Background: an optimization exercise with open tools, aiming at small area and a short achievable clock period. Do not read the settings as production practice. The RTL was checked by simulation tests, not by an equivalence proof against the original design. Power is estimated from default activity; no workload was simulated.

[design/flow/design.v]
`default_nettype none
package rope_sim_pkg;
    localparam int FRAC_BITS = 16;
    typedef logic signed [31:0] coord_t;
    localparam int NUM_NODES = 4;
    typedef logic [$clog2(NUM_NODES)-1:0] node_sel_t;
    localparam coord_t GRAVITY = coord_t'((3 * (1 << FRAC_BITS) + 5) / 10);
    localparam coord_t REST_LEN = coord_t'(10 << FRAC_BITS);
    localparam coord_t BASE_X = coord_t'(200 << FRAC_BITS);
    localparam coord_t NODE_SPACING = coord_t'(10 << FRAC_BITS);
    localparam int PH_VERLET  = 0;
    localparam int PH_FIX     = 1;
    localparam int PH_DONE    = 2;
    localparam int NUM_PHASES = 3;
endpackage
`default_nettype wire
`default_nettype none
module rs_add #(
    parameter int W = 32
) (
    input  wire logic [W-1:0] a,
    input  wire logic [W-1:0] b,
    input  wire logic         cin,
    output logic [W-1:0]      s,
    output logic              cout
);
    localparam int N = W + 1;
    logic [W-1:0] hp;
    logic [N-1:0] gg, pp;
    assign hp = a ^ b;
    always_comb begin
        gg[0] = cin;
        pp[0] = 1'b0;
        for (int i = 0; i < W; i++) begin
            gg[i+1] = a[i] & b[i];
            pp[i+1] = hp[i];
        end
        for (int d = 1; d < N; d = d * 2) begin
            for (int i = 2 * d - 1; i < N; i += 2 * d) begin
                gg[i] = gg[i] | (pp[i] & gg[i-d]);
                pp[i] = pp[i] & pp[i-d];
            end
        end
        for (int d = 2 ** ($clog2(N) - 1); d >= 1; d = d / 2) begin
            for (int i = 3 * d - 1; i < N; i += 2 * d) begin
                gg[i] = gg[i] | (pp[i] & gg[i-d]);
                pp[i] = pp[i] & pp[i-d];
            end
        end
    end
    assign s    = hp ^ gg[W-1:0];
    assign cout = gg[W];
endmodule
`default_nettype wire
`timescale 1ns/10ps
`default_nettype none
module step_sequencer (
    input  wire logic clk,
    input  wire logic reset,
    input  wire logic step,
    output logic      verlet_state,
    output logic      fix_constraint_state,
    output logic      step_done,
    output logic      busy
);
    logic [rope_sim_pkg::NUM_PHASES-1:0] phase;
    logic accept;
    assign accept = step && !busy;
    always_ff @(posedge clk) begin
        if (reset) begin
            phase <= '0;
        end else begin
            phase <= {phase[rope_sim_pkg::NUM_PHASES-2:0], accept};
        end
    end
    assign verlet_state = phase[rope_sim_pkg::PH_VERLET];
    assign fix_constraint_state = phase[rope_sim_pkg::PH_FIX];
    assign step_done = phase[rope_sim_pkg::PH_DONE];
    assign busy = |phase;
endmodule
`default_nettype wire
`timescale 1ns/10ps
`default_nettype none
module verlet_node #(
    parameter int node_id = 0
) (
    input  wire logic                 clk,
    input  wire logic                 reset,
    input  wire logic                 verlet_state,
    input  wire logic                 load,
    input  wire rope_sim_pkg::coord_t x_load,
    input  wire rope_sim_pkg::coord_t y_load,
    output rope_sim_pkg::coord_t      x_pos,
    output rope_sim_pkg::coord_t      y_pos
);
    rope_sim_pkg::coord_t x;
    rope_sim_pkg::coord_t y;
    rope_sim_pkg::coord_t px;
    rope_sim_pkg::coord_t py;
    rope_sim_pkg::coord_t x_int, y_int;
    rs_add #(.W(32)) u_xint (
        .a    ({x[30:0], 1'b0}),
        .b    (~px),
        .cin  (1'b1),
        .s    (x_int),
        .cout ()
    );
    localparam logic [31:0] YK = rope_sim_pkg::GRAVITY + 32'd1;
    logic [31:0] ya, yb, ys, ym;
    assign ya = {y[30:0], 1'b0};
    assign yb = ~py;
    assign ys = ya ^ yb ^ YK;
    assign ym = (ya & yb) | (ya & YK) | (yb & YK);
    rs_add #(.W(32)) u_yint (
        .a    (ys),
        .b    ({ym[30:0], 1'b0}),
        .cin  (1'b0),
        .s    (y_int),
        .cout ()
    );
    always_ff @(posedge clk) begin
        if (reset) begin
            x  <= rope_sim_pkg::BASE_X;
            y  <= rope_sim_pkg::coord_t'(node_id) * rope_sim_pkg::NODE_SPACING;
            px <= rope_sim_pkg::BASE_X;
            py <= rope_sim_pkg::coord_t'(node_id) * rope_sim_pkg::NODE_SPACING;
        end else if (verlet_state) begin
            x  <= x_int;
            y  <= y_int;
            px <= x;
            py <= y;
        end else if (load) begin
            x <= x_load;
            y <= y_load;
        end
    end
    assign x_pos = x;
    assign y_pos = y;
endmodule
`default_nettype wire
`timescale 1ns/10ps
`default_nettype none
module rope_constraint (
    input  wire logic                                     active,
    input  wire logic [rope_sim_pkg::NUM_NODES-1:0][31:0] x_in,
    input  wire logic [rope_sim_pkg::NUM_NODES-1:0][31:0] y_in,
    output logic [rope_sim_pkg::NUM_NODES-1:0][31:0]      x_fix,
    output logic [rope_sim_pkg::NUM_NODES-1:0][31:0]      y_fix
);
    rope_axis_clamp u_x (
        .active (active),
        .c_in   (x_in),
        .c_fix  (x_fix)
    );
    rope_axis_clamp u_y (
        .active (active),
        .c_in   (y_in),
        .c_fix  (y_fix)
    );
endmodule
module rope_diff (
    input  wire logic [31:0] q,
    input  wire logic [31:0] p,
    output logic [14:0]      hi,
    output logic             nz
);
    logic [31:0] d;
    rs_add #(.W(32)) u_sub (
        .a    (q),
        .b    (~p),
        .cin  (1'b1),
        .s    (d),
        .cout ()
    );
    assign hi = d[31:17];
    assign nz = |(q[16:0] ^ p[16:0]);
endmodule
module rope_range #(
    parameter int K = 0
) (
    input  wire logic [14:0] hi,
    input  wire logic        nz,
    output logic             gt,
    output logic             lt
);
    localparam int GLO = (5 + 5 * K) & 32'h7fff;
    localparam int GHI = (16383 + 5 * K) & 32'h7fff;
    localparam int LLO = (16384 + 5 * K) & 32'h7fff;
    localparam int LHI = (32762 + 5 * K) & 32'h7fff;
    logic g_in, l_in;
    if (GLO <= GHI) begin : g_gn
        assign g_in = (hi >= 15'(GLO)) && (hi <= 15'(GHI));
    end else begin : g_gw
        assign g_in = (hi >= 15'(GLO)) || (hi <= 15'(GHI));
    end
    if (LLO <= LHI) begin : g_ln
        assign l_in = (hi >= 15'(LLO)) && (hi <= 15'(LHI));
    end else begin : g_lw
        assign l_in = (hi >= 15'(LLO)) || (hi <= 15'(LHI));
    end
    assign gt = g_in && (nz || hi != 15'(GLO));
    assign lt = l_in;
endmodule
module rope_axis_clamp (
    input  wire logic                                     active,
    input  wire logic [rope_sim_pkg::NUM_NODES-1:0][31:0] c_in,
    output logic [rope_sim_pkg::NUM_NODES-1:0][31:0]      c_fix
);
    logic [31:0] a, q1, q2, q3;
    assign a  = c_in[0];
    assign q1 = c_in[1];
    assign q2 = c_in[2];
    assign q3 = c_in[3];
    logic [14:0] e1_h, e2_h, e3_h, f21_h, f31_h, f32_h;
    logic        e1_z, e2_z, e3_z, f21_z, f31_z, f32_z;
    rope_diff u_e1  (.q(q1), .p(a),  .hi(e1_h),  .nz(e1_z));
    rope_diff u_e2  (.q(q2), .p(a),  .hi(e2_h),  .nz(e2_z));
    rope_diff u_e3  (.q(q3), .p(a),  .hi(e3_h),  .nz(e3_z));
    rope_diff u_f21 (.q(q2), .p(q1), .hi(f21_h), .nz(f21_z));
    rope_diff u_f31 (.q(q3), .p(q1), .hi(f31_h), .nz(f31_z));
    rope_diff u_f32 (.q(q3), .p(q2), .hi(f32_h), .nz(f32_z));
    logic g_e1,  l_e1;
    logic g_e2p, l_e2p, g_e2m, l_e2m, g_f21, l_f21;
    logic g_e3p, l_e3p, g_e30, l_e30, g_e3m, l_e3m;
    logic g_f31p, l_f31p, g_f31m, l_f31m, g_f32, l_f32;
    rope_range #(.K( 0)) r_e1   (.hi(e1_h),  .nz(e1_z),  .gt(g_e1),   .lt(l_e1));
    rope_range #(.K( 1)) r_e2p  (.hi(e2_h),  .nz(e2_z),  .gt(g_e2p),  .lt(l_e2p));
    rope_range #(.K(-1)) r_e2m  (.hi(e2_h),  .nz(e2_z),  .gt(g_e2m),  .lt(l_e2m));
    rope_range #(.K( 0)) r_f21  (.hi(f21_h), .nz(f21_z), .gt(g_f21),  .lt(l_f21));
    rope_range #(.K( 2)) r_e3p  (.hi(e3_h),  .nz(e3_z),  .gt(g_e3p),  .lt(l_e3p));
    rope_range #(.K( 0)) r_e30  (.hi(e3_h),  .nz(e3_z),  .gt(g_e30),  .lt(l_e30));
    rope_range #(.K(-2)) r_e3m  (.hi(e3_h),  .nz(e3_z),  .gt(g_e3m),  .lt(l_e3m));
    rope_range #(.K( 1)) r_f31p (.hi(f31_h), .nz(f31_z), .gt(g_f31p), .lt(l_f31p));
    rope_range #(.K(-1)) r_f31m (.hi(f31_h), .nz(f31_z), .gt(g_f31m), .lt(l_f31m));
    rope_range #(.K( 0)) r_f32  (.hi(f32_h), .nz(f32_z), .gt(g_f32),  .lt(l_f32));
    logic up1, dn1;
    assign up1 = active && g_e1;
    assign dn1 = active && l_e1;
    logic g2, l2;
    always_comb begin
        if (up1)      begin g2 = g_e2p; l2 = l_e2p; end
        else if (dn1) begin g2 = g_e2m; l2 = l_e2m; end
        else          begin g2 = g_f21; l2 = l_f21; end
    end
    logic up2, dn2;
    assign up2 = active && g2;
    assign dn2 = active && l2;
    logic g3, l3;
    always_comb begin
        if (up2 || dn2) begin
            if (up1 || dn1) begin
                if (up1 && up2)      begin g3 = g_e3p; l3 = l_e3p; end
                else if (dn1 && dn2) begin g3 = g_e3m; l3 = l_e3m; end
                else                 begin g3 = g_e30; l3 = l_e30; end
            end else begin
                if (up2) begin g3 = g_f31p; l3 = l_f31p; end
                else     begin g3 = g_f31m; l3 = l_f31m; end
            end
        end else begin
            g3 = g_f32; l3 = l_f32;
        end
    end
    logic up3, dn3;
    assign up3 = active && g3;
    assign dn3 = active && l3;
    logic [31:0] p1, p2, p3;
    assign p1 = up1 ? {a[31:17] + 15'd5, a[16:0]}
              : dn1 ? {a[31:17] - 15'd5, a[16:0]} : q1;
    assign p2 = up2 ? {p1[31:17] + 15'd5, p1[16:0]}
              : dn2 ? {p1[31:17] - 15'd5, p1[16:0]} : q2;
    assign p3 = up3 ? {p2[31:17] + 15'd5, p2[16:0]}
              : dn3 ? {p2[31:17] - 15'd5, p2[16:0]} : q3;
    assign c_fix[0] = a;
    assign c_fix[1] = p1;
    assign c_fix[2] = p2;
    assign c_fix[3] = p3;
endmodule
`default_nettype wire
`timescale 1ns/10ps
`default_nettype none
module position_readout (
    input  wire logic                    clk,
    input  wire logic                    reset,
    input  wire rope_sim_pkg::node_sel_t node_sel,
    input  wire logic [rope_sim_pkg::NUM_NODES-1:0][31:0]    x_in,
    input  wire logic [rope_sim_pkg::NUM_NODES-1:0][31:0]    y_in,
    output rope_sim_pkg::coord_t         sel_x,
    output rope_sim_pkg::coord_t         sel_y
);
    always_ff @(posedge clk) begin
        if (reset) begin
            sel_x <= rope_sim_pkg::BASE_X;
            sel_y <= '0;
        end else begin
            sel_x <= x_in[node_sel];
            sel_y <= y_in[node_sel];
        end
    end
endmodule
`default_nettype wire
`timescale 1ns/10ps
`default_nettype none
module rope_sim_top (
    input  wire logic                    clk,
    input  wire logic                    reset,
    input  wire logic                    step,
    input  wire rope_sim_pkg::coord_t    anchor_x,
    input  wire rope_sim_pkg::coord_t    anchor_y,
    input  wire rope_sim_pkg::node_sel_t node_sel,
    output logic                         step_done,
    output logic                         busy,
    output rope_sim_pkg::coord_t         sel_x,
    output rope_sim_pkg::coord_t         sel_y
);
    logic verlet_state;
    logic fix_constraint_state;
    logic [rope_sim_pkg::NUM_NODES-1:0][31:0] x_pos;
    logic [rope_sim_pkg::NUM_NODES-1:0][31:0] y_pos;
    logic [rope_sim_pkg::NUM_NODES-1:0][31:0] x_cur;
    logic [rope_sim_pkg::NUM_NODES-1:0][31:0] y_cur;
    step_sequencer step_sequencer_inst (
        .clk                  (clk),
        .reset                (reset),
        .step                 (step),
        .verlet_state         (verlet_state),
        .fix_constraint_state (fix_constraint_state),
        .step_done            (step_done),
        .busy                 (busy)
    );
    verlet_node #(
        .node_id (0)
    ) node0_inst (
        .clk          (clk),
        .reset        (reset),
        .verlet_state (verlet_state),
        .load         (fix_constraint_state),
        .x_load       (anchor_x),
        .y_load       (anchor_y),
        .x_pos        (x_pos[0]),
        .y_pos        (y_pos[0])
    );
    for (genvar i = 1; i < rope_sim_pkg::NUM_NODES; i++) begin : g_node
        verlet_node #(
            .node_id (i)
        ) verlet_node_inst (
            .clk          (clk),
            .reset        (reset),
            .verlet_state (verlet_state),
            .load         (1'b1),
            .x_load       (x_cur[i]),
            .y_load       (y_cur[i]),
            .x_pos        (x_pos[i]),
            .y_pos        (y_pos[i])
        );
    end
    rope_constraint rope_constraint_inst (
        .active (step_done),
        .x_in   (x_pos),
        .y_in   (y_pos),
        .x_fix  (x_cur),
        .y_fix  (y_cur)
    );
    position_readout position_readout_inst (
        .clk      (clk),
        .reset    (reset),
        .node_sel (node_sel),
        .x_in     (x_cur),
        .y_in     (y_cur),
        .sel_x    (sel_x),
        .sel_y    (sel_y)
    );
endmodule
`default_nettype wire
[design/flow/run.sh]
#!/bin/bash
# synth_recipe.tcl (not shown) runs the flow's synth.tcl, then flattens the netlist and writes it again
# the make line also repeats each setting of config.mk as NAME=value (left out here)
make -C /OpenROAD-flow-scripts/flow DESIGN_CONFIG=/design/flow/config.mk WORK_HOME=/design/flow/orfs CLKGATE_MAP_FILE= SYNTH_SCRIPT=/design/flow/synth_recipe.tcl finish
[design/flow/config.mk]
export PLATFORM = sky130hd
export DESIGN_NAME = rope_sim_top
export DESIGN_NICKNAME = rope_sim_top
export VERILOG_FILES = /design/flow/design.v
export SDC_FILE = /design/flow/constraint.sdc
export NUM_CORES = 4
export LEC_CHECK = 0
export ABC_AREA = 1
export CAP_MARGIN = 20
export CORE_MARGIN = 2
export CORE_UTILIZATION = 40
export SLEW_MARGIN = 20
[design/flow/constraint.sdc]
create_clock -name core_clock -period 24.0 [get_ports {clk}]
set_input_delay 4.8000 -clock core_clock [delete_from_list [all_inputs] [get_ports {clk}]]
set_output_delay 4.8000 -clock core_clock [all_outputs]
set_load 0.01 [all_outputs]
==> impl_metrics.tcl, run 1 <==
set metrics [dict create \
    status "no timing/DRC/antenna violations" \
    synthTopCellsByCount "1427 x nand2_1, 1104 x inv_1, 740 x ha_1, 579 x dfxtp_1, 441 x o21ai_0" \
    grt_pass1_wl_mm 301 \
    cpMaxStageDelayCell "dfxtp_1" \
    route.vias.total 50900 \
    hold_viol 0 \
    antenna_found_initial 1 \
    cts_root_buf "clkbuf_16" \
    grt_max_degree 121 \
    setup_viol 0 \
    post-cts-setup-buffers 0 \
    max-cap-violations 0 \
    dpl.hpwl_mm 153 \
    overflow 0 \
    timing.final.crit_share 0.349 \
    arrival_ns 8.96 \
    p_comb_frac 0.731 \
    fp.dieW_um 368 \
    yosysMostFrequentCell "nand2_1" \
    cp.depth 35 \
    final_max_slew_viol_count 0 \
    synth_area_um2 52900 \
    clock_skew_ns 0.0242 \
    io_buffers 134 \
    cts_resized 0 \
    via_per_inst 5.61 \
    start_util 0.403 \
    cp_common_cell "nand2_1" \
    ys_types 70 \
    grt_setup_unrepaired "false" \
    worst_pin_slew_ns 1.13 \
    cts_buffers 76 \
    final_nets 8262 \
    leakagePower_nw 27.0 \
    max_freq_ghz 0.119 \
    dr.pass1.iters 8 \
    p_int_mw 4.46 \
    ys_seq_area_frac 0.219 \
    synth_warnings 8 \
    tns_ns 0 \
    vdd_drop_max_mv 0.105 \
    path_clk_slew_ns 0.06 \
    dieArea_um2 135000 \
    crit_fanout 30 \
    drc 0 \
    cts_hold_buf 0 \
    cts.sink_count 579 \
    drive_above_1_share 0.0514 \
    crit_buf_inv 5 \
    synth_seq_cells 579 \
    synth-async-reset-ratio 0 \
    cellPowerDensity_nw_per_um2 171 \
    postSynthAreaPerCell_um2 7.32 \
    fin_crit_ns 8.38 \
    start_kind "register" \
    whs_ns 0.453 \
    cp_slowest_stage_delay_ns 0.71 \
    ys.flop_type "dfxtp_1" \
    fp.coreArea_um2 131000 \
    syn-instance-count 7229 \
    syn2layout_area_growth_pct 10.7 \
    wire_per_inst_um 22.0 \
    synth_edf_count 0 \
    p_clk_frac 0.126 \
    grt_pass1_vias 48500 \
    p_sw_mw 5.53 \
    synth_top_cell_by_area "dfxtp_1" \
    syn_nets 8238 \
    drt_iter0_markers 4565 \
    slew_headroom 0.238 \
    wirelength_mm 200 \
    cpLargestDelayFamily "simple AND/OR/NAND/NOR gates" \
    cp-end-kind "register" \
    htree_num_levels 3 \
    fillers 13500 \
    hold_class "reg -> reg" \
    fp.dieH_um 368 \
    synth_area_leaders "dfxtp_1 22%, ha_1 17%, nand2_1 10%" \
    sw_frac_of_total 0.554 \
    synth_top_area_frac 0.219 \
    ios 135 \
    seq_power_share 0.143 \
    antenna_left 0 \
    rows 133 \
    worstRegToRegCells 35 \
    cp.required_ns 24.58 \
    hold_depth 1 \
    grtUsageTotal 0.289 \
    cts_tree "built" \
    gp_congestion 0.993 \
    clock_latency_ns 0.70 \
    critPathKind "reg -> reg" \
    cts_buffer_depth 3 \
]
==> area by class of cell <==
type / instances / area [µm²] / area share
antenna: 2 / 5.00 / 0.0000854
tap: 1755 / 2200 / 0.0375
clock buffer: 103 / 2210 / 0.0377
inverter: 1143 / 4320 / 0.0737
multi-input combinational: 5280 / 36100 / 0.616
sequential: 579 / 11600 / 0.198
clock inverter: 36 / 503 / 0.00859
timing repair buffer: 173 / 1650 / 0.0281
==> cells by family after synthesis <==
kind of cell	Yosys count	synth area share
adder cells (fa/ha/maj)	940	0.251
buffers and inverters	1370	0.0994
AO/OA/AOI/OAI	1539	0.173
XOR/XNOR	275	0.0455
AND/OR/NAND/NOR	2526	0.212
flip-flops	579	0.219
==> cell usage in the layout, fill, tap and decap left out, drive strengths merged, types with 14 or more instances in the layout <==
master	count
a211oi	17
nor4	27
fa	200
clkdlybuf4s50	131
nor3	63
o211ai	60
xnor2	65
nand3	428
a21oi	362
xor2	210
nand2	1483
o21bai	14
o221ai	32
clkbuf	103
or2	33
o21ai	471
o22ai	324
nand4	118
a221oi	17
a221o	15
buf	42
ha	740
clkinv	27
nand3b	14
a31oi	69
nor2	345
dfxtp	579
o21a	22
inv	1134
a22oi	24
a21o	75
==> state kept, by name (all words and copies together), names as in the netlist <==
signal                       flops
g_node.verlet_node_inst.px      96
g_node.verlet_node_inst.py      96
g_node.verlet_node_inst.x       96
g_node.verlet_node_inst.y       96
node0_inst.px                   32
node0_inst.py                   32
node0_inst.x                    32
node0_inst.y                    32
position_readout_inst.sel_x     32
position_readout_inst.sel_y     32
step_sequencer_inst.phase        3
==> final timing paths <==
path	startpoint	to	slack, ns
min reg2reg	g_node[2].verlet_node_inst.py[0]	g_node[2].verlet_node_inst.y[0]	0.45
max	node0_inst.y[21]	g_node[3].verlet_node_inst.y[25]	15.62
max reg2reg	node0_inst.y[21]	g_node[3].verlet_node_inst.y[25]	15.62
min	g_node[2].verlet_node_inst.py[0]	g_node[2].verlet_node_inst.y[0]	0.45
==> power by group through the flow <==
stage | Clock (mW) | Combinational [mW] | Sequential, mW
after floorplan | 0 | 5.17 | 1.29
after global placement | 0 | 7.04 | 1.44
after detailed placement | 0 | 7.15 | 1.44
after CTS | 1.28 | 7.20 | 1.42
after global routing | 1.31 | 8.16 | 1.44
final | 1.26 | 7.31 | 1.43
==> routing by layer <==
metal / up-vias / global-route usage / wire length [µm]
li1: 24400 / - / -
met1: 24300 / 0.398 / 89200
met2: 1860 / 0.462 / 88900
met3: 346 / 0.0415 / 14700
met4: 0 / 0.0971 / 7060
met5: - / 0 / 0
==> worst register-to-register path: cells and delay by family, from the launching register on <==
family / cells / cell delay [ns]
buffers and inverters: 5 / 1.75
DFF: 1 / 0.71
AOI/OAI and AO/OA: 5 / 0.90
and+or+nand+nor: 23 / 3.94
adders and majority gates: 2 / 0.99
==> metrics by stage <==
stage / utilization / area [µm²] / setup WS (ns) / cells / total power, mW
2_1_floorplan: - / 52900 / 17.59 / 7229 / 6.46
3_3_place_gp: 0.425 / 55800 / 15.07 / 8929 / 8.48
3_5_place_dp: 0.425 / 55800 / 15.10 / 8929 / 8.59
4_1_cts: 0.445 / 58500 / 15.58 / 9068 / 9.90
5_1_grt: 0.446 / 58600 / 15.07 / 9069 / 10.9
6_report: 0.446 / 58600 / 15.62 / 9071 / 10.0
==> run 2: changes to the inputs <==
--- a/design/flow/config.mk
+++ b/design/flow/config.mk
@@ -6,7 +6,7 @@
 export NUM_CORES = 4
 export LEC_CHECK = 0
 export ABC_AREA = 1
-export CAP_MARGIN = 20
+export CAP_MARGIN = 60
 export CORE_MARGIN = 2
 export CORE_UTILIZATION = 40
-export SLEW_MARGIN = 20
+export SLEW_MARGIN = 60
==> run 2 against run 1 <==
Still clean. Design area up 0.61%. Maximum frequency rose by 2.5%. Non-clock buffer count up 16. Clock skew grew 0.0027 ns. Die area unchanged. Sequential share of layout area is 0.095 points lower. Total power is essentially flat. Critical path type unchanged. Largest cell class unchanged. Largest power group unchanged. Highest routed layer is now met5.
==> impl_metrics.tcl, run 2 <==
set metrics [dict create \
    dieArea_um2 135000 \
    grt_use_met2 0.461 \
    cpLargestDelayFamily "simple AND/OR/NAND/NOR gates" \
    cellPowerDensity_nw_per_um2 170 \
    grt_setup_unrepaired "false" \
    cpMaxStageDelayCell "dfxtp_1" \
    gr-max-usage-layer "met2" \
    worst_pin_slew_ns 0.614 \
    ys_seq_area_frac 0.219 \
    dpl.hpwl_mm 154 \
    synth_fa_ha_area_frac 0.251 \
    cp-end-kind "register" \
    start_util 0.403 \
    synth_top_family_by_area "adder cells" \
    start_kind "register" \
    syn-instance-count 7229 \
    setup_viol 0 \
    drive_above_1_share 0.0583 \
    vdd_drop_max_mv 0.0908 \
    cts_buffers 76 \
    critPathKind "reg -> reg" \
    leakagePower_nw 27.1 \
    cts_root_buf "clkbuf_16" \
    clock_skew_ns 0.0269 \
    fin_ws_ns 15.83 \
    pre_cts_ws_ns 15.97 \
    cts_hold_buf 0 \
    drt_iter0_markers 4755 \
    synth_edf_count 0 \
    arrival_ns 8.76 \
    crit_buf_inv 9 \
    cp.required_ns 24.59 \
    post-cts-setup-buffers 0 \
    grt_max_degree 107 \
    final_common_cell "nand2_1" \
    antenna_found_initial 6 \
    htree_num_levels 3 \
    status "no timing/DRC/antenna violations" \
    ys.flop_type "dfxtp_1" \
    syn2layout_area_growth_pct 11.3 \
    antenna_left 0 \
    wirelength_mm 200 \
    syn_nets 8238 \
    final_max_slew_viol_count 0 \
    fp.dieH_um 368 \
    rows 133 \
    cts.sink_count 579 \
    max-cap-violations 0 \
    whs_ns 0.455 \
    fin_util 0.448 \
    route.vias.total 51000 \
    synthMuxAreaShare 0 \
    drc 0 \
    synth_area_um2 52900 \
    synth-async-reset-ratio 0 \
    tns_ns 0 \
    grt_pass1_wl_mm 301 \
    synth_top_cell_by_area "dfxtp_1" \
    synth_top_area_frac 0.219 \
    place_area_um2 56200 \
    max_freq_ghz 0.122 \
    hold_viol 0 \
    synth_area_leaders "dfxtp_1 22%, ha_1 17%, nand2_1 10%" \
    timing.final.crit_share 0.341 \
    cp_slowest_stage_delay_ns 0.63 \
    crit_fanout 42 \
    synthSimpleGateAreaFrac 0.212 \
    finalNonFillerCells 9084 \
    gp_congestion 0.993 \
    cts_resized 0 \
    gr-usage-met1 0.400 \
    fp.dieW_um 368 \
    final_cell_mix "1425 x nand2_1, 1095 x inv_1, 740 x ha_1" \
    placed_cells 8941 \
    postSynthAreaPerCell_um2 7.32 \
    fin_crit_ns 8.17 \
    overflow 0 \
    dr.pass1.iters 6 \
    synth_seq_cells 579 \
    cts_buffer_depth 3 \
    ios 135 \
    ys_types 70 \
    synth-xor-area-share 0.0455 \
    synth_compound_area_frac 0.173 \
    final_nets 8278 \
    hold_class "reg -> reg" \
    synthTopCellsByCount "1427 x nand2_1, 1104 x inv_1, 740 x ha_1, 579 x dfxtp_1, 441 x o21ai_0" \
    slew_headroom 0.590 \
    fp.coreArea_um2 131000 \
    wire_per_inst_um 22.0 \
    gr-usage-met3 0.0369 \
    grtUsageTotal 0.289 \
    path_clk_slew_ns 0.06 \
    cp_common_cell "nand2_1" \
    stdcell_area_um2 58900 \
    clock_latency_ns 0.71 \
    cts_tree "built" \
    power_mw 10.0 \
    via_per_inst 5.62 \
    grt_pass1_vias 48600 \
    io_buffers 134 \
    yosysMostFrequentCell "nand2_1" \
    synth_warnings 8 \
]
-- run 2: cell counts after synthesis --
No cell type changed its count.
-- run 2: worst register-to-register path: cells and delay by family, from the launching register on --
kind                     cells  cell delay [ns]
flip-flops                   1             0.63
adder cells (fa/ha/maj)      2             0.89
buffers and inverters        9             2.08
AO/OA/AOI/OAI                6             1.25
AND/OR/NAND/NOR             19             3.21
-- run 2: kinds of logic after synthesis --
kind of cell	after synthesis
buffers and inverters	1370
xor gates and xnor gates	275
DFF	579
AOI/OAI and AO/OA	1539
and+or+nand+nor	2526
adders and majority gates	940
-- run 2: cell type report --
class / count / area, µm²
Antenna cell: 2 / 5.00
Clock buffer: 104 / 2170
Clock inverter: 32 / 417
Fill cell: 13400 / 72500
Inverter: 1143 / 4340
Multi-Input combinational cell: 5280 / 36200
Sequential cell: 579 / 11600
Tap cell: 1755 / 2200
Timing Repair Buffer: 189 / 1950
-- run 2: worst paths after layout --
kind                                                       start                               to  slack [ns]  cells past startpoint
worst max-delay path                            node0_inst.x[21]  position_readout_inst.sel_x[20]       15.83                     36
worst min-delay path            g_node[2].verlet_node_inst.py[0]  g_node[2].verlet_node_inst.y[0]        0.46                      1
worst max register to register                  node0_inst.x[21]  position_readout_inst.sel_x[20]       15.83                     36
worst min register to register  g_node[2].verlet_node_inst.py[0]  g_node[2].verlet_node_inst.y[0]        0.46                      1
-- run 2: power breakdown --
| part | switching [mW] | total [mW] | internal, mW |
|---|---|---|---|
| Combinational | 4.76 | 7.37 | 2.61 |
| Clock | 0.507 | 1.21 | 0.702 |
| Sequential | 0.307 | 1.43 | 1.12 |
| Total | 5.57 | 10.0 | 4.44 |
-- run 2: per-layer routing --
layer / part of all wire / up-vias
met5: 0.000060 / -
met1: 0.45 / 24300
met2: 0.44 / 1971
met3: 0.073 / 346
li1: - / 24500
met4: 0.035 / 2
==> run 3: changes to the inputs <==
==> design/flow/flow/run.sh (new file) <==
#!/bin/bash
# Standard layout with a larger setup target for repair_timing (the SDC
# and clock period are the design's; only the optimisation aims for more
# slack). Gate cloning is off so no register is ever duplicated.
set -euo pipefail
cd "$(dirname "$0")/.."
bash standard.sh SETUP_SLACK_MARGIN=17 SKIP_GATE_CLONING=1 finish > flow_make.log 2>&1
==> design/flow/standard.sh (new file) <==
#!/bin/bash
# synth_recipe.tcl (not shown) runs the flow's synth.tcl, then flattens the netlist and writes it again
# the make line also repeats each setting of config.mk as NAME=value (left out here)
make -C /OpenROAD-flow-scripts/flow DESIGN_CONFIG=/design/flow/config.mk WORK_HOME=/design/flow/orfs CLKGATE_MAP_FILE= SYNTH_SCRIPT=/design/flow/synth_recipe.tcl "${@:-finish}"
--- a/design/flow/config.mk
+++ b/design/flow/config.mk
@@ -6,7 +6,7 @@
 export NUM_CORES = 4
 export LEC_CHECK = 0
 export ABC_AREA = 1
-export CAP_MARGIN = 60
+export CAP_MARGIN = 20
 export CORE_MARGIN = 2
 export CORE_UTILIZATION = 40
-export SLEW_MARGIN = 60
+export SLEW_MARGIN = 20
removed: design/flow/run.sh
==> run 3 against run 2 <==
Design area increased by 1.3%. Register-to-register slack improved by 1.5 ns. Die area unchanged. Critical endpoint is now g_node[3].verlet_node_inst.y[22]. Clock skew decreased by 0.0023 ns. Combinational power increased by 1%. Total power increased by 1.5%. Setup slack improved by 1.2 ns. Non-clock buffer count increased by 54. First-iteration DRC count increased by 3.1%. Largest cell class unchanged. Still clean. Synthesized cell count unchanged.
==> impl_metrics.tcl, run 3 <==
set metrics [dict create \
    status "no timing/DRC/antenna violations" \
    crit_chain "buf_6 -> buf_8 -> nor2_4 -> buf_4 -> inv_16 -> buf_12 -> buf_12 -> a21oi_1 -> o21ai_0 -> o21ai_0" \
    wire_per_inst_um 22.2 \
    grt_pass1_wl_mm 303 \
    cp.depth 10 \
    crit_buf_inv 6 \
    synth_warnings 8 \
    grt_max_degree 121 \
    cts_buffers 76 \
    final_max_slew_viol_count 0 \
    dr.pass1.iters 6 \
    hold_depth 1 \
    drt_iter0_markers 4903 \
    synth_area_um2 52900 \
    htree_num_levels 3 \
    cts.sink_count 579 \
    rows 133 \
    cp.required_ns 24.56 \
    drive_above_1_share 0.0703 \
    crit_fanout 106 \
    hold_class "reg -> reg" \
    synth-xor-area-share 0.0455 \
    cpLargestDelayFamily "buffers and inverters" \
    cellPowerDensity_nw_per_um2 170 \
    final_cell_mix "1417 x nand2_1, 1082 x inv_1, 739 x ha_1" \
    dpl.hpwl_mm 153 \
    antenna_left 0 \
    clock_latency_ns 0.71 \
    synthTopCellsByCount "1427 x nand2_1, 1104 x inv_1, 740 x ha_1, 579 x dfxtp_1, 441 x o21ai_0" \
    slew_headroom 0.258 \
    tns_ns 0 \
    cp-end-kind "register" \
    power_mw 10.2 \
    ys_seq_area_frac 0.219 \
    ios 135 \
    leakagePower_nw 27.4 \
    yosysMostFrequentCell "nand2_1" \
    cts_hold_buf 0 \
    synth-async-reset-ratio 0 \
    max_freq_ghz 0.144 \
    fp.coreArea_um2 131000 \
    worstRegToRegCells 34 \
    synth_top_area_frac 0.219 \
    antenna_found_initial 2 \
    ys.flop_type "dfxtp_1" \
    syn-instance-count 7229 \
    gp_congestion 0.993 \
    cp_slowest_stage_delay_ns 0.41 \
    overflow 0 \
    final_common_cell "nand2_1" \
    cts_root_buf "clkbuf_16" \
    ys_types 70 \
    setup_viol 0 \
    synth_compound_area_frac 0.173 \
    syn_nets 8238 \
    fp.dieH_um 368 \
    synth_top_cell_by_area "dfxtp_1" \
    cpMaxStageDelayCell "buf_8" \
    grt_setup_unrepaired "false" \
    synth_edf_count 0 \
    start_util 0.403 \
    cts_buffer_depth 3 \
    cts_tree "built" \
    synth_seq_cells 579 \
    critPathKind "in -> reg" \
    worst_pin_slew_ns 1.10 \
    hold_viol 0 \
    synthMuxAreaShare 0 \
    synthSimpleGateAreaFrac 0.212 \
    max-cap-violations 0 \
    grt_pass1_vias 48800 \
    path_clk_slew_ns 0.06 \
    wirelength_mm 203 \
    diodes 0 \
    start_kind "input port" \
    postSynthAreaPerCell_um2 7.32 \
    synth_fa_ha_area_frac 0.251 \
    final_nets 8332 \
    route.vias.total 51500 \
    dieArea_um2 135000 \
    vdd_drop_max_mv 0.105 \
    fillers 13400 \
    synth_top_family_by_area "adder cells" \
    timing.final.crit_share 0.290 \
    drc 0 \
    syn2layout_area_growth_pct 12.8 \
    arrival_ns 7.52 \
    fin_crit_ns 6.96 \
    via_per_inst 5.64 \
    io_buffers 134 \
    fp.dieW_um 368 \
    grtUsageTotal 0.291 \
    clock_skew_ns 0.0246 \
    synth_area_leaders "dfxtp_1 22%, ha_1 17%, nand2_1 10%" \
]
[run 3: cell counts after synthesis]
Identical to the previous run, type by type.
[run 3: timing repair]
item | 4_1_cts | 5_1_grt
resized for setup | 56 | 88
endpoints found under the hold margin | 0 | 0
setup endpoints to repair | 415 | 262
gates cloned | 0 | 0
pin swaps | 4 | 14
buffers inserted | 22 | 49
[run 3: layout make-up]
| type | count | area [µm²] | share of cell area |
|---|---|---|---|
| multi-input combinational | 5280 | 36400 | 0.611 |
| clock inverter | 36 | 503 | 0.00843 |
| sequential | 579 | 11600 | 0.194 |
| inverter | 1143 | 4390 | 0.0735 |
| clock buffer | 103 | 2210 | 0.0370 |
| tap | 1755 | 2200 | 0.0368 |
| timing repair buffer | 243 | 2340 | 0.0393 |
[run 3: metrics by stage]
stage / util / setup WS, ns / hold slack (ns) / cells / area (µm²)
global route: 0.454 / 16.96 / 0.469 / 9139 / 59700
floorplan: - / 17.59 / 0.429 / 7229 / 52900
finish: 0.454 / 17.04 / 0.452 / 9139 / 59700
detailed placement: 0.425 / 15.10 / 0.446 / 8929 / 55800
CTS: 0.449 / 17.01 / 0.455 / 9090 / 59000
global placement: 0.425 / 15.07 / 0.440 / 8929 / 55800
[run 3: per-layer routing]
layer  GRT usage  vias up  routed length (µm)
met1       0.400    24600               89600
li1            -    24500                   -
met5           0        -                   0
met3      0.0438      391               15300
met4      0.0992        0                7650
met2       0.465     1989               90000
[run 3: power by group]
| group | switching (mW) | leakage, nW | internal, mW | total, mW |
|---|---|---|---|---|
| clock network | 0.507 | 1.31 | 0.756 | 1.26 |
| logic | 4.82 | 21.4 | 2.64 | 7.46 |
| registers | 0.307 | 4.71 | 1.12 | 1.43 |
| total | 5.63 | 27.4 | 4.52 | 10.2 |
[run 3: worst paths after layout]
| check | end | slack (ns) | from |
|---|---|---|---|
| max | g_node[3].verlet_node_inst.y[22] | 17.04 | reset |
| min | g_node[2].verlet_node_inst.y[0] | 0.45 | g_node[2].verlet_node_inst.py[0] |
| max reg2reg | g_node[3].verlet_node_inst.y[27] | 17.30 | node0_inst.y[23] |
| min reg2reg | g_node[2].verlet_node_inst.y[0] | 0.45 | g_node[2].verlet_node_inst.py[0] |
[run 3: cells by family (layout without fill, tap and decap cells)]
logic type      Yosys count  count (layout)
xor+xnor                275             275
buf+inv                1370            1525
fa+ha+maj               940             940
simple gates           2526            2526
compound gates         1539            1539
flops                   579             579
==> run 4: changes to the inputs <==
==> design/flow/flow/run.sh (replaced) <==
#!/bin/bash
# Standard layout with a larger setup target for repair_timing (the SDC
# and clock period are the design's; only the optimisation aims for more
# slack). Gate cloning is off so no register is ever duplicated.
set -euo pipefail
cd "$(dirname "$0")/.."
bash standard.sh SETUP_SLACK_MARGIN=17.7 SKIP_GATE_CLONING=1 finish > flow_make.log 2>&1
==> run 4 against run 3 <==
Non-clock buffer count rose by 122. Synthesized area did not move. First-iteration DRC count rose by 5.3%. Synthesized cell count did not move. Setup slack improved by 0.60 ns. Maximum frequency rose by 9.5%. Largest cell class unchanged.
==> impl_metrics.tcl, run 4 <==
set metrics [dict create \
    cp.required_ns 24.54 \
    stdcell_area_um2 62000 \
    fin_ws_ns 17.64 \
    grt_setup_unrepaired "true" \
    critPathKind "in -> reg" \
    clock_skew_ns 0.0276 \
    synth_area_leaders "dfxtp_1 22%, ha_1 17%, nand2_1 10%" \
    synth-async-reset-ratio 0 \
    fin_util 0.471 \
    cp-end-kind "register" \
    cts.sink_count 579 \
    ys_types 70 \
    worst_pin_slew_ns 1.11 \
    clock_latency_ns 0.71 \
    synth_edf_count 0 \
    cellPowerDensity_nw_per_um2 168 \
    route.vias.total 52600 \
    setup_viol 0 \
    slew_headroom 0.254 \
    io_buffers 134 \
    pre_cts_ws_ns 15.56 \
    syn-instance-count 7229 \
    final_cell_mix "1361 x nand2_1, 1048 x inv_1, 723 x ha_1" \
    synth_top_cell_by_area "dfxtp_1" \
    grt_pass1_wl_mm 303 \
    fin_crit_ns 6.36 \
    fp.dieH_um 368 \
    dr.pass1.iters 6 \
    final_nets 8452 \
    gp_congestion 1.01 \
    synthTopCellsByCount "1427 x nand2_1, 1104 x inv_1, 740 x ha_1, 579 x dfxtp_1, 441 x o21ai_0" \
    htree_num_levels 3 \
    hold_viol 0 \
    antenna_found_initial 11 \
    crit_chain "buf_4 -> buf_12 -> nor2_4 -> inv_16 -> buf_8 -> buf_16 -> o21ai_0" \
    drc 0 \
    ys_seq_area_frac 0.219 \
    dpl.hpwl_mm 150 \
    fp.coreArea_um2 131000 \
    wire_per_inst_um 22.1 \
    dieArea_um2 135000 \
    crit_fanout 88 \
    syn_nets 8238 \
    cts_buffer_depth 3 \
    vdd_drop_max_mv 0.105 \
    final_max_slew_viol_count 0 \
    place_area_um2 55900 \
    synth_seq_cells 579 \
    start_util 0.403 \
    status "no timing/DRC/antenna violations" \
    cts_hold_buf 0 \
    tns_ns 0 \
    path_clk_slew_ns 0.06 \
    overflow 0 \
    max_freq_ghz 0.157 \
    cts_buffers 74 \
    cts_root_buf "clkbuf_16" \
    postSynthAreaPerCell_um2 7.32 \
    synth_area_um2 52900 \
    synth_top_area_frac 0.219 \
    cp_slowest_stage_delay_ns 0.36 \
    max-cap-violations 0 \
    grt_pass1_vias 48900 \
    yosysMostFrequentCell "nand2_1" \
    leakagePower_nw 28.5 \
    wirelength_mm 205 \
    grtUsageTotal 0.292 \
    final_common_cell "nand2_1" \
    antenna_left 0 \
    drt_iter0_markers 5164 \
    rows 133 \
    fp.dieW_um 368 \
    synth_warnings 8 \
    hold_class "reg -> reg" \
    arrival_ns 6.89 \
    ios 135 \
    cts_tree "built" \
    timing.final.crit_share 0.265 \
    syn2layout_area_growth_pct 17.0 \
    via_per_inst 5.68 \
    ys.flop_type "dfxtp_1" \
    drive_above_1_share 0.116 \
    cpMaxStageDelayCell "buf_8" \
    grt_max_degree 95 \
    fillers 13300 \
    start_kind "input port" \
]
run 4: changes by cell type in the layout (fill, tap and decap cells not counted), moves of 36 or more:
| cell | delta |
|---|---|
| buf_4 | +98 |
| dfxtp_1 | -36 |
| nand2_2 | +40 |
| nand2_1 | -56 |
| dlygate4sd2_1 | +61 |
| clkdlybuf4s50_1 | -66 |
run 4: what timing repair did:
item	in CTS	in global routing
gates resized for setup	281	321
setup endpoints to repair	580	202
buffers inserted	65	125
pin swaps	21	100
run 4: metrics by stage:
| step | total power, mW | cells | hold slack [ns] |
|---|---|---|---|
| floorplan | 6.46 | 7229 | 0.429 |
| global placement | 8.38 | 8932 | 0.440 |
| detailed placement | 8.49 | 8932 | 0.451 |
| CTS | 9.92 | 9133 | 0.463 |
| global route | 11.3 | 9260 | 0.484 |
| finish | 10.4 | 9260 | 0.466 |
run 4: worst max-delay path: cells and delay by family:
kind                   cells  cell delay, ns
buffers and inverters      5            1.57
AOI/OAI and AO/OA          1            0.18
and+or+nand+nor            1            0.14
run 4: layout make-up:
cell class              count  area (µm²)  share of cell area
multi-input cells        5280       37500               0.605
clock buffers             107        2170              0.0350
well taps                1755        2200              0.0354
inverters                1143        4490              0.0724
flip-flops and latches    579       11700               0.188
clock inverters            29         493             0.00796
repair buffers            365        3480              0.0562
diodes                      2        5.00           0.0000808
run 4: cells by family (layout without fill, tap and decap cells):
| group | count (synthesis) | count (layout) | synth area share |
|---|---|---|---|
| buf+inv | 1370 | 1644 | 0.0994 |
| fa+ha+maj | 940 | 940 | 0.251 |
| compound gates | 1539 | 1539 | 0.173 |
| flops | 579 | 579 | 0.219 |
| xor+xnor | 275 | 275 | 0.0455 |
| simple gates | 2526 | 2526 | 0.212 |
| other cells | 0 | 2 | 0 |
run 4: where the power goes:
group	leakage (nW)	switching [mW]	internal [mW]
combinational	22.5	4.91	2.83
sequential	4.72	0.309	1.12
clock	1.31	0.495	0.761
total	28.5	5.72	4.71
run 4: final timing paths:
check | startpoint | end | slack, ns | depth (start not counted)
setup / recovery | reset | node0_inst.x[6] | 17.64 | 7
hold / removal | g_node[3].verlet_node_inst.py[18] | g_node[3].verlet_node_inst.py[18] | 0.47 | 2
setup reg to reg | g_node[1].verlet_node_inst.y[13] | position_readout_inst.sel_y[24] | 17.77 | 34
hold reg to reg | g_node[3].verlet_node_inst.py[18] | g_node[3].verlet_node_inst.py[18] | 0.47 | 2
run 4: routing by layer:
layer	up-vias	global-route usage	wire [µm]
met5	-	0	26
met4	4	0.102	8460
met3	431	0.0438	16800
met2	2155	0.457	89300
met1	25100	0.407	90300
li1	24800	-	-
==> run 5: changes to the inputs <==
--- a/design/flow/design.v
+++ b/design/flow/design.v
@@ -64,19 +64,22 @@
     output logic      busy
 );
     logic [rope_sim_pkg::NUM_PHASES-1:0] phase;
+    logic busy_q;
     logic accept;
-    assign accept = step && !busy;
+    assign accept = step && !busy_q;
     always_ff @(posedge clk) begin
         if (reset) begin
-            phase <= '0;
+            phase  <= '0;
+            busy_q <= 1'b0;
         end else begin
+            busy_q <= accept || (|phase[rope_sim_pkg::NUM_PHASES-2:0]);
             phase <= {phase[rope_sim_pkg::NUM_PHASES-2:0], accept};
         end
     end
     assign verlet_state = phase[rope_sim_pkg::PH_VERLET];
     assign fix_constraint_state = phase[rope_sim_pkg::PH_FIX];
     assign step_done = phase[rope_sim_pkg::PH_DONE];
-    assign busy = |phase;
+    assign busy = busy_q;
 endmodule
 `default_nettype wire
 `timescale 1ns/10ps
@@ -141,18 +144,28 @@
 `timescale 1ns/10ps
 `default_nettype none
 module rope_constraint (
+    input  wire logic                                     clk,
     input  wire logic                                     active,
+    input  wire logic                                     load_next,
     input  wire logic [rope_sim_pkg::NUM_NODES-1:0][31:0] x_in,
     input  wire logic [rope_sim_pkg::NUM_NODES-1:0][31:0] y_in,
     output logic [rope_sim_pkg::NUM_NODES-1:0][31:0]      x_fix,
     output logic [rope_sim_pkg::NUM_NODES-1:0][31:0]      y_fix
 );
+    logic use_a;
+    always_ff @(posedge clk) begin
+        use_a <= load_next;
+    end
     rope_axis_clamp u_x (
+        .clk    (clk),
+        .use_a  (use_a),
         .active (active),
         .c_in   (x_in),
         .c_fix  (x_fix)
     );
     rope_axis_clamp u_y (
+        .clk    (clk),
+        .use_a  (use_a),
         .active (active),
         .c_in   (y_in),
         .c_fix  (y_fix)
@@ -176,33 +189,49 @@
     assign nz = |(q[16:0] ^ p[16:0]);
 endmodule
 module rope_range #(
-    parameter int K = 0
+    parameter int K   = 0,
+    parameter bit NEG = 1'b0
 ) (
     input  wire logic [14:0] hi,
     input  wire logic        nz,
     output logic             gt,
     output logic             lt
 );
-    localparam int GLO = (5 + 5 * K) & 32'h7fff;
-    localparam int GHI = (16383 + 5 * K) & 32'h7fff;
-    localparam int LLO = (16384 + 5 * K) & 32'h7fff;
-    localparam int LHI = (32762 + 5 * K) & 32'h7fff;
-    logic g_in, l_in;
-    if (GLO <= GHI) begin : g_gn
-        assign g_in = (hi >= 15'(GLO)) && (hi <= 15'(GHI));
-    end else begin : g_gw
-        assign g_in = (hi >= 15'(GLO)) || (hi <= 15'(GHI));
-    end
-    if (LLO <= LHI) begin : g_ln
-        assign l_in = (hi >= 15'(LLO)) && (hi <= 15'(LHI));
-    end else begin : g_lw
-        assign l_in = (hi >= 15'(LLO)) || (hi <= 15'(LHI));
-    end
-    assign gt = g_in && (nz || hi != 15'(GLO));
-    assign lt = l_in;
+    localparam longint M  = 64'h1_0000_0000;
+    localparam longint R  = 64'h000A_0000;
+    localparam longint H  = 64'h8000_0000;
+    localparam longint KR = K * R;
+    localparam longint GL = NEG ? H + 1 - KR : R + 1 + KR;
+    localparam longint GU = NEG ? M - R - 1 - KR : H - 1 + KR;
+    localparam longint LL = NEG ? R + 1 - KR : H + KR;
+    localparam longint LU = NEG ? H - KR : M - R - 1 + KR;
+    function automatic longint md(input longint v);
+        md = ((v % M) + M) % M;
+    endfunction
+    function automatic logic ge(input logic [14:0] h, input logic z, input longint lo);
+        longint lh, ll;
+        lh = lo >> 17;
+        ll = lo & 64'h1FFFF;
+        ge = (h > 15'(lh)) || (h == 15'(lh) && (ll == 0 || z));
+    endfunction
+    function automatic logic le(input logic [14:0] h, input logic z, input longint up);
+        longint uh, ul;
+        uh = up >> 17;
+        ul = up & 64'h1FFFF;
+        le = (h < 15'(uh)) || (h == 15'(uh) && (ul == 64'h1FFFF || !z));
+    endfunction
+    function automatic logic in_iv(input logic [14:0] h, input logic z,
+                                    input longint lo, input longint up);
+        if (md(lo) <= md(up)) in_iv = ge(h, z, md(lo)) && le(h, z, md(up));
+        else                  in_iv = ge(h, z, md(lo)) || le(h, z, md(up));
+    endfunction
+    assign gt = in_iv(hi, nz, GL, GU);
+    assign lt = in_iv(hi, nz, LL, LU);
 endmodule
 module rope_axis_clamp (
+    input  wire logic                                     clk,
     input  wire logic                                     active,
+    input  wire logic                                     use_a,
     input  wire logic [rope_sim_pkg::NUM_NODES-1:0][31:0] c_in,
     output logic [rope_sim_pkg::NUM_NODES-1:0][31:0]      c_fix
 );
@@ -211,28 +240,35 @@
     assign q1 = c_in[1];
     assign q2 = c_in[2];
     assign q3 = c_in[3];
-    logic [14:0] e1_h, e2_h, e3_h, f21_h, f31_h, f32_h;
-    logic        e1_z, e2_z, e3_z, f21_z, f31_z, f32_z;
-    rope_diff u_e1  (.q(q1), .p(a),  .hi(e1_h),  .nz(e1_z));
-    rope_diff u_e2  (.q(q2), .p(a),  .hi(e2_h),  .nz(e2_z));
-    rope_diff u_e3  (.q(q3), .p(a),  .hi(e3_h),  .nz(e3_z));
-    rope_diff u_f21 (.q(q2), .p(q1), .hi(f21_h), .nz(f21_z));
-    rope_diff u_f31 (.q(q3), .p(q1), .hi(f31_h), .nz(f31_z));
-    rope_diff u_f32 (.q(q3), .p(q2), .hi(f32_h), .nz(f32_z));
-    logic g_e1,  l_e1;
-    logic g_e2p, l_e2p, g_e2m, l_e2m, g_f21, l_f21;
+    logic [14:0] u1_h, u2_h, u3_h;
+    logic        u1_z, u2_z, u3_z;
+    rope_diff u_d1 (.q(q1), .p(use_a ? a : q2), .hi(u1_h), .nz(u1_z));
+    rope_diff u_d2 (.q(q2), .p(use_a ? a : q3), .hi(u2_h), .nz(u2_z));
+    rope_diff u_d3 (.q(q3), .p(use_a ? a : q1), .hi(u3_h), .nz(u3_z));
+    logic g_f21_d, l_f21_d, g_f31p_d, l_f31p_d, g_f31m_d, l_f31m_d, g_f32_d, l_f32_d;
+    rope_range #(.K( 0), .NEG(1'b1)) r_f21  (.hi(u1_h), .nz(u1_z), .gt(g_f21_d),  .lt(l_f21_d));
+    rope_range #(.K( 0), .NEG(1'b1)) r_f32  (.hi(u2_h), .nz(u2_z), .gt(g_f32_d),  .lt(l_f32_d));
+    rope_range #(.K( 1), .NEG(1'b0)) r_f31p (.hi(u3_h), .nz(u3_z), .gt(g_f31p_d), .lt(l_f31p_d));
+    rope_range #(.K(-1), .NEG(1'b0)) r_f31m (.hi(u3_h), .nz(u3_z), .gt(g_f31m_d), .lt(l_f31m_d));
+    logic g_f21, l_f21, g_f31p, l_f31p, g_f31m, l_f31m, g_f32, l_f32;
+    always_ff @(posedge clk) begin
+        g_f21  <= g_f21_d;
+        l_f21  <= l_f21_d;
+        g_f31p <= g_f31p_d;
+        l_f31p <= l_f31p_d;
+        g_f31m <= g_f31m_d;
+        l_f31m <= l_f31m_d;
+        g_f32  <= g_f32_d;
+        l_f32  <= l_f32_d;
+    end
+    logic g_e1, l_e1, g_e2p, l_e2p, g_e2m, l_e2m;
     logic g_e3p, l_e3p, g_e30, l_e30, g_e3m, l_e3m;
-    logic g_f31p, l_f31p, g_f31m, l_f31m, g_f32, l_f32;
-    rope_range #(.K( 0)) r_e1   (.hi(e1_h),  .nz(e1_z),  .gt(g_e1),   .lt(l_e1));
-    rope_range #(.K( 1)) r_e2p  (.hi(e2_h),  .nz(e2_z),  .gt(g_e2p),  .lt(l_e2p));
-    rope_range #(.K(-1)) r_e2m  (.hi(e2_h),  .nz(e2_z),  .gt(g_e2m),  .lt(l_e2m));
-    rope_range #(.K( 0)) r_f21  (.hi(f21_h), .nz(f21_z), .gt(g_f21),  .lt(l_f21));
-    rope_range #(.K( 2)) r_e3p  (.hi(e3_h),  .nz(e3_z),  .gt(g_e3p),  .lt(l_e3p));
-    rope_range #(.K( 0)) r_e30  (.hi(e3_h),  .nz(e3_z),  .gt(g_e30),  .lt(l_e30));
-    rope_range #(.K(-2)) r_e3m  (.hi(e3_h),  .nz(e3_z),  .gt(g_e3m),  .lt(l_e3m));
-    rope_range #(.K( 1)) r_f31p (.hi(f31_h), .nz(f31_z), .gt(g_f31p), .lt(l_f31p));
-    rope_range #(.K(-1)) r_f31m (.hi(f31_h), .nz(f31_z), .gt(g_f31m), .lt(l_f31m));
-    rope_range #(.K( 0)) r_f32  (.hi(f32_h), .nz(f32_z), .gt(g_f32),  .lt(l_f32));
+    rope_range #(.K( 0)) r_e1  (.hi(u1_h), .nz(u1_z), .gt(g_e1),  .lt(l_e1));
+    rope_range #(.K( 1)) r_e2p (.hi(u2_h), .nz(u2_z), .gt(g_e2p), .lt(l_e2p));
+    rope_range #(.K(-1)) r_e2m (.hi(u2_h), .nz(u2_z), .gt(g_e2m), .lt(l_e2m));
+    rope_range #(.K( 2)) r_e3p (.hi(u3_h), .nz(u3_z), .gt(g_e3p), .lt(l_e3p));
+    rope_range #(.K( 0)) r_e30 (.hi(u3_h), .nz(u3_z), .gt(g_e30), .lt(l_e30));
+    rope_range #(.K(-2)) r_e3m (.hi(u3_h), .nz(u3_z), .gt(g_e3m), .lt(l_e3m));
     logic up1, dn1;
     assign up1 = active && g_e1;
     assign dn1 = active && l_e1;
@@ -354,7 +390,9 @@
         );
     end
     rope_constraint rope_constraint_inst (
-        .active (step_done),
+        .clk    (clk),
+        .active    (step_done),
+        .load_next (fix_constraint_state),
         .x_in   (x_pos),
         .y_in   (y_pos),
         .x_fix  (x_cur),
==> design/flow/run.sh (new file) <==
#!/bin/bash
# synth_recipe.tcl (not shown) runs the flow's synth.tcl, then flattens the netlist and writes it again
# the make line also repeats each setting of config.mk as NAME=value (left out here)
make -C /OpenROAD-flow-scripts/flow DESIGN_CONFIG=/design/flow/config.mk WORK_HOME=/design/flow/orfs CLKGATE_MAP_FILE= SYNTH_SCRIPT=/design/flow/synth_recipe.tcl finish
removed: design/flow/flow/run.sh
removed: design/flow/standard.sh
==> run 5 against run 4 <==
Maximum frequency down 28%. Design area down 12%. Global-route usage down 1.9 points. First-iteration DRC count down 14%. Via count down 10%. Largest power group unchanged. Highest routed layer is now met4.
==> impl_metrics.tcl, run 5 <==
set metrics [dict create \
    dieArea_um2 127000 \
    cts.sink_count 597 \
    cts_tree "built" \
    start_kind "register" \
    fp.coreArea_um2 123000 \
    synth_top_area_frac 0.241 \
    arrival_ns 9.35 \
    max-cap-violations 0 \
    route.vias.total 47300 \
    ios 135 \
    fillers 12700 \
    dr.pass1.iters 6 \
    max_freq_ghz 0.113 \
    final_nets 7683 \
    rows 129 \
    critPathKind "reg -> reg" \
    fp.dieW_um 356 \
    setup_viol 0 \
    cts_hold_buf 0 \
    synth_area_leaders "dfxtp_1 24%, ha_1 15%, nand2_1 11%" \
    hold_viol 0 \
    synth_area_um2 49500 \
    wire_per_inst_um 20.5 \
    cts_buffer_depth 3 \
    ys_seq_area_frac 0.241 \
    hold_class "reg -> reg" \
    vdd_drop_max_mv 0.0716 \
    gp_congestion 0.984 \
    cp_slowest_stage_delay_ns 0.62 \
    seq_area_um2 12000 \
    cp-end-kind "register" \
    yosysMostFrequentCell "nand2_1" \
    synthTopCellsByCount "1415 x nand2_1, 1025 x inv_1, 597 x dfxtp_1, 574 x ha_1, 478 x a21oi_1" \
    leakagePower_nw 25.1 \
    via_per_inst 5.51 \
    drive_above_1_share 0.0582 \
    synth_seq_cells 597 \
    overflow 0 \
    final_cell_mix "1414 x nand2_1, 1020 x inv_1, 595 x dfxtp_1" \
    synth_edf_count 0 \
    finalNonFillerCells 8579 \
    cts_resized 0 \
    htree_num_levels 3 \
    fin_crit_ns 8.84 \
    syn-instance-count 6907 \
    tns_ns 0 \
    ys_types 73 \
    drt_iter0_markers 4465 \
    placed_cells 8442 \
    timing.final.crit_share 0.368 \
    grt_pass1_wl_mm 270 \
    syn2layout_area_growth_pct 10.3 \
    cp.required_ns 24.51 \
    cpMaxStageDelayCell "nor2_4" \
    final_common_cell "nand2_1" \
    ys.flop_type "dfxtp_1" \
    fin_util 0.443 \
    postSynthAreaPerCell_um2 7.17 \
    clock_latency_ns 0.70 \
    io_buffers 134 \
    synth_top_cell_by_area "dfxtp_1" \
    grt_setup_unrepaired "false" \
    cp_common_cell "nand2_1" \
    slew_headroom 0.247 \
    wirelength_mm 176 \
    antenna_left 0 \
    crit_fanout 65 \
    clock_skew_ns 0.0317 \
    antenna_found_initial 6 \
    grt_max_degree 172 \
    syn_nets 7708 \
    grtUsageTotal 0.273 \
    cellPowerDensity_nw_per_um2 123 \
    cts_root_buf "clkbuf_16" \
    grt_pass1_vias 45300 \
    synth-async-reset-ratio 0 \
    multi_input_area_um2 32400 \
    drc 0 \
    fp.dieH_um 356 \
    status "no timing/DRC/antenna violations" \
    synth_warnings 17 \
    worst_pin_slew_ns 1.13 \
    path_clk_slew_ns 0.07 \
    final_max_slew_viol_count 0 \
    cts_buffers 75 \
    start_util 0.401 \
    dpl.hpwl_mm 132 \
    post-cts-setup-buffers 0 \
]
run 5: cell count changes after synthesis, moves of 34 or more:
cell	change
o22ai_1	-65
a21oi_1	+123
o21ai_0	-55
fa_1	-42
xor2_1	-47
ha_1	-166
nand4_1	-34
inv_1	-79
run 5: layout make-up:
cell class	count	area share
Sequential cell	597	0.219
Clock inverter	29	0.00744
Inverter	1075	0.0744
Antenna cell	1	0.0000458
Tap cell	1637	0.0375
Timing Repair Buffer	163	0.0286
Clock buffer	107	0.0400
Multi-Input combinational cell	4970	0.593
run 5: stage by stage:
step           hold slack (ns)  power, mW  worst slack (ns)  cell area [µm²]
2_1_floorplan            0.361       4.29             17.88            49500
3_5_place_dp             0.448       5.46             15.37            52000
4_1_cts                  0.456       6.71             15.31            54600
6_report                 0.456       6.72             15.16            54600
3_3_place_gp             0.437       5.42             15.15            52000
5_1_grt                  0.481       7.32             14.52            54600
run 5: layer usage:
metal  wire (µm)  track usage  up-vias  share of wire
met1       79600        0.378    22400           0.45
met2       78000        0.436     1626           0.44
met3       11600       0.0354      297          0.066
met4        6630       0.0973        0          0.038
li1            -            -    23000              -
met5           0            0        -              0
run 5: where the power goes:
group / leakage [nW] / total (mW) / switching, mW / internal, mW
Sequential: 4.86 / 1.34 / 0.211 / 1.13
Combinational: 19.0 / 4.17 / 2.70 / 1.47
Clock: 1.26 / 1.21 / 0.515 / 0.699
Total: 25.1 / 6.72 / 3.43 / 3.30
run 5: final timing paths:
kind | end | slack (ns) | startpoint | depth (start not counted)
setup / recovery | position_readout_inst.sel_x[20] | 15.16 | rope_constraint_inst.use_a | 40
hold / removal | g_node[3].verlet_node_inst.y[0] | 0.46 | g_node[3].verlet_node_inst.py[0] | 1
setup reg to reg | position_readout_inst.sel_x[20] | 15.16 | rope_constraint_inst.use_a | 40
hold reg to reg | g_node[3].verlet_node_inst.y[0] | 0.46 | g_node[3].verlet_node_inst.py[0] | 1
run 5: worst max-delay path: cells and delay by family (launching register included):
family,cells,cell delay [ns]
flip-flops,1,0.47
AND/OR/NAND/NOR,26,4.20
XOR/XNOR,1,0.24
AO/OA/AOI/OAI,5,1.17
buffers and inverters,6,1.75
adder cells (fa/ha/maj),2,0.72
run 5: kinds of logic after synthesis:
kind of cell               Yosys count  share of synthesized area
and+or+nand+nor                   2493                      0.225
AOI/OAI and AO/OA                 1518                      0.179
buffers and inverters             1340                      0.105
adders and majority gates          732                      0.209
DFF                                597                      0.241
xor gates and xnor gates           227                     0.0402
==> run 6: changes to the inputs <==
==> design/flow/flow/run.sh (new file) <==
#!/bin/bash
# Standard layout with a larger setup target for repair_timing (the SDC
# and clock period are the design's; only the optimisation aims for more
# slack). Gate cloning is off so no register is ever duplicated.
set -euo pipefail
cd "$(dirname "$0")/.."
bash standard.sh SETUP_SLACK_MARGIN=17.7 SKIP_GATE_CLONING=1 finish > flow_make.log 2>&1
==> design/flow/standard.sh (new file) <==
#!/bin/bash
# synth_recipe.tcl (not shown) runs the flow's synth.tcl, then flattens the netlist and writes it again
# the make line also repeats each setting of config.mk as NAME=value (left out here)
make -C /OpenROAD-flow-scripts/flow DESIGN_CONFIG=/design/flow/config.mk WORK_HOME=/design/flow/orfs CLKGATE_MAP_FILE= SYNTH_SCRIPT=/design/flow/synth_recipe.tcl "${@:-finish}"
removed: design/flow/run.sh
==> run 6 against run 5 <==
Design area increased by 9.0%. Register-to-register slack improved by 2.4 ns. Highest routed layer is now met5. Largest cell class unchanged. Via count rose by 4.9%. Still clean.
==> impl_metrics.tcl, run 6 <==
set metrics [dict create \
    r2r_end "position_readout_inst.sel_y[30]" \
    arrival_ns 6.92 \
    start_kind "register" \
    syn2layout_area_growth_pct 20.3 \
    status "no timing/DRC/antenna violations" \
    synth_area_leaders "dfxtp_1 24%, ha_1 15%, nand2_1 11%" \
    fp.coreArea_um2 123000 \
    cts_buffers 75 \
    ios 135 \
    syn_nets 7708 \
    path_clk_slew_ns 0.07 \
    fp.dieH_um 356 \
    grt_setup_unrepaired "true" \
    drt_iter0_markers 4832 \
    syn-instance-count 6907 \
    leakagePower_nw 27.3 \
    hold_class "reg -> reg" \
    fin_crit_ns 6.39 \
    wirelength_mm 188 \
    timing.final.crit_share 0.266 \
    rows 129 \
    max-cap-violations 0 \
    synth_area_um2 49500 \
    min_from "g_node[3].verlet_node_inst.py[0]" \
    fp.dieW_um 356 \
    wire_per_inst_um 21.3 \
    gr-usage-met3 0.0432 \
    ys.flop_type "dfxtp_1" \
    vdd_drop_max_mv 0.0725 \
    stdcell_area_um2 59500 \
    cp-end-kind "register" \
    overflow 0 \
    cp_common_cell "nand2_1" \
    via_per_inst 5.61 \
    hold_depth 1 \
    pre_cts_ws_ns 15.37 \
    cpMaxStageDelayCell "fa_1" \
    final_cell_mix "1322 x nand2_1, 976 x inv_1, 584 x dfxtp_1" \
    dr.pass1.iters 6 \
    synth_top_cell_by_area "dfxtp_1" \
    synth_edf_count 0 \
    p_sw_mw 3.75 \
    start_util 0.401 \
    synth_warnings 17 \
    tns_ns 0 \
    route.vias.total 49600 \
    final_common_cell "nand2_1" \
    postSynthAreaPerCell_um2 7.17 \
    hold_end "g_node[3].verlet_node_inst.y[0]" \
    antenna_left 0 \
    fin_ws_ns 17.61 \
    yosysMostFrequentCell "nand2_1" \
    cellPowerDensity_nw_per_um2 124 \
    final_max_slew_viol_count 0 \
    antenna_found_initial 7 \
    r2r_setup_slack_ns 17.61 \
    reg2reg_from "rope_constraint_inst.use_a" \
    cts_root_buf "clkbuf_16" \
    clock_skew_ns 0.0280 \
    p_comb_frac 0.652 \
    grt_use_met2 0.458 \
    ys_types 73 \
    max_freq_ghz 0.156 \
    gr-usage-met1 0.387 \
    htree_num_levels 3 \
    ys_seq_area_frac 0.241 \
    final_nets 7942 \
    synth-async-reset-ratio 0 \
    cts.sink_count 597 \
    cp_slowest_stage_delay_ns 0.50 \
    sw_frac_of_total 0.509 \
    clock_latency_ns 0.70 \
    worst_pin_slew_ns 1.15 \
    dpl.hpwl_mm 132 \
    grt_max_degree 172 \
    grt_pass1_wl_mm 282 \
    place_area_um2 52000 \
    synthTopCellsByCount "1415 x nand2_1, 1025 x inv_1, 597 x dfxtp_1, 574 x ha_1, 478 x a21oi_1" \
    p_int_mw 3.61 \
    crit_fanout 6 \
    drc 0 \
    drive_above_1_share 0.149 \
    fin_util 0.483 \
    synth_top_area_frac 0.241 \
    gr-max-usage-layer "met2" \
    slew_headroom 0.232 \
    p_clk_frac 0.165 \
    worstRegToRegCells 49 \
    synth_seq_cells 597 \
    cts_tree "built" \
    grtUsageTotal 0.287 \
    gp_congestion 0.984 \
    cts_hold_buf 0 \
    cp.required_ns 24.52 \
    grt_pass1_vias 46900 \
    setup_viol 0 \
    cts_buffer_depth 3 \
    hold_viol 0 \
    seq_power_share 0.183 \
    io_buffers 134 \
    critPathKind "reg -> reg" \
    dieArea_um2 127000 \
]
-- run 6: cell count changes in the layout (fill, tap and decap cells not counted), moves of 37 or more --
cell,change
buf_4,+179
nand2_1,-92
clkdlybuf4s50_1,-66
dlygate4sd2_1,+65
nand3_1,-64
a21oi_1,-63
nand2_2,+57
a21oi_2,+50
nor2_1,-50
o21ai_0,-46
inv_1,-44
nand3_2,+37
nor2_4,+37
-- run 6: cell families after synthesis --
group,count (synthesis),share of synthesized area
AO/OA/AOI/OAI,1518,0.179
flip-flops,597,0.241
buffers and inverters,1340,0.105
XOR/XNOR,227,0.0402
AND/OR/NAND/NOR,2493,0.225
adder cells (fa/ha/maj),732,0.209
-- run 6: cell type report --
class	count	area, µm²
Timing Repair Buffer	422	4120
Inverter	1075	4190
Clock buffer	107	2190
Multi-Input combinational cell	4970	34600
Fill cell	12200	63800
Tap cell	1637	2050
Sequential cell	597	12000
Clock inverter	29	407
Antenna cell	2	5.00
-- run 6: worst max path at each step --
| stage | startpoint | to | slack (ns) | cells past startpoint |
|---|---|---|---|---|
| floorplan | rope_constraint_inst.use_a | position_readout_inst.sel_y[25] | 17.88 | 50 |
| global placement | rope_constraint_inst.use_a | position_readout_inst.sel_x[20] | 15.15 | 38 |
| detailed placement | rope_constraint_inst.use_a | position_readout_inst.sel_x[20] | 15.37 | 40 |
| CTS | rope_constraint_inst.use_a | position_readout_inst.sel_y[27] | 17.67 | 55 |
| global route | rope_constraint_inst.use_a | position_readout_inst.sel_y[30] | 17.27 | 54 |
| finish | rope_constraint_inst.use_a | position_readout_inst.sel_y[30] | 17.61 | 49 |
-- run 6: metrics by stage --
| step | power (mW) | std cells | hold slack, ns |
|---|---|---|---|
| after global placement | 5.42 | 8442 | 0.437 |
| after detailed placement | 5.46 | 8442 | 0.448 |
| after global routing | 7.95 | 8838 | 0.481 |
| after CTS | 6.95 | 8732 | 0.456 |
| final | 7.36 | 8839 | 0.459 |
| after floorplan | 4.29 | 6907 | 0.361 |
-- run 6: metal layers --
layer / vias up / share of wire
met2: 1936 / 0.45
met1: 23700 / 0.43
li1: 23500 / -
met3: 425 / 0.075
met4: 2 / 0.047
met5: - / 0.000069
-- run 6: power by group through the flow --
stage / Sequential (mW) / Clock [mW] / Combinational (mW)
2_1_floorplan: 1.25 / 0 / 3.04
3_3_place_gp: 1.35 / 0 / 4.07
3_5_place_dp: 1.35 / 0 / 4.11
4_1_cts: 1.33 / 1.23 / 4.38
5_1_grt: 1.36 / 1.27 / 5.32
6_report: 1.35 / 1.22 / 4.80
-- run 6: worst max-delay path: cells and delay by family, from the launching register on --
kind | cells | cell delay, ns
adder cells (fa/ha/maj) | 3 | 0.91
AND/OR/NAND/NOR | 33 | 3.55
flip-flops | 1 | 0.36
buffers and inverters | 9 | 0.84
AO/OA/AOI/OAI | 4 | 0.51
-- run 6: repair_timing --
| action | CTS | global route |
|---|---|---|
| setup buffers | 154 | 105 |
| gates resized for setup | 341 | 436 |
| pin swaps | 110 | 187 |
| endpoints found under the setup margin | 354 | 232 |

## separate check: timing with driven ports
No port has a modelled driver above. Below, the same layouts with a new extraction and two added sets of constraints.
Step 1 sets driving cells, clkbuf_16 on the clock port and buf_2 on the other inputs (assumed; they add their load-dependent delay and slew).
Step 2 moves the port delays by t, midway between the first and last clock arrival at a register: inputs arrive t later, outputs are due t later. That takes back most of the time a late clock gives input paths.
Slacks: no drivers / after step 1 / after step 2; pairs: no drivers / after step 1.
run | t, ns | slack for setup (ns) | worst setup path at the end | latest minus earliest clock arrival (ns) | worst data-port slew with drivers (ns)
run 1 | 0.766 | 15.619 / 15.619 / 15.107 | input to register | 0.026 / 0.026 | 0.09
run 2 | 0.768 | 15.827 / 15.827 / 15.827 | register to register | 0.027 / 0.027 | 0.09
run 3 | 0.772 | 17.042 / 17.017 / 16.310 | input to register | 0.027 / 0.027 | 0.09
run 4 | 0.766 | 17.644 / 17.620 / 16.922 | input to register | 0.031 / 0.031 | 0.09
run 5 | 0.758 | 15.161 / 15.161 / 15.161 | register to register | 0.037 / 0.036 | 0.09
run 6 | 0.767 | 17.608 / 17.608 / 16.879 | input to register | 0.036 / 0.036 | 0.09
After both steps every run listed still meets setup and hold. The setup slack of run 3, which loses most, moves by -0.025 ns with the drivers and by -0.732 ns with both steps.
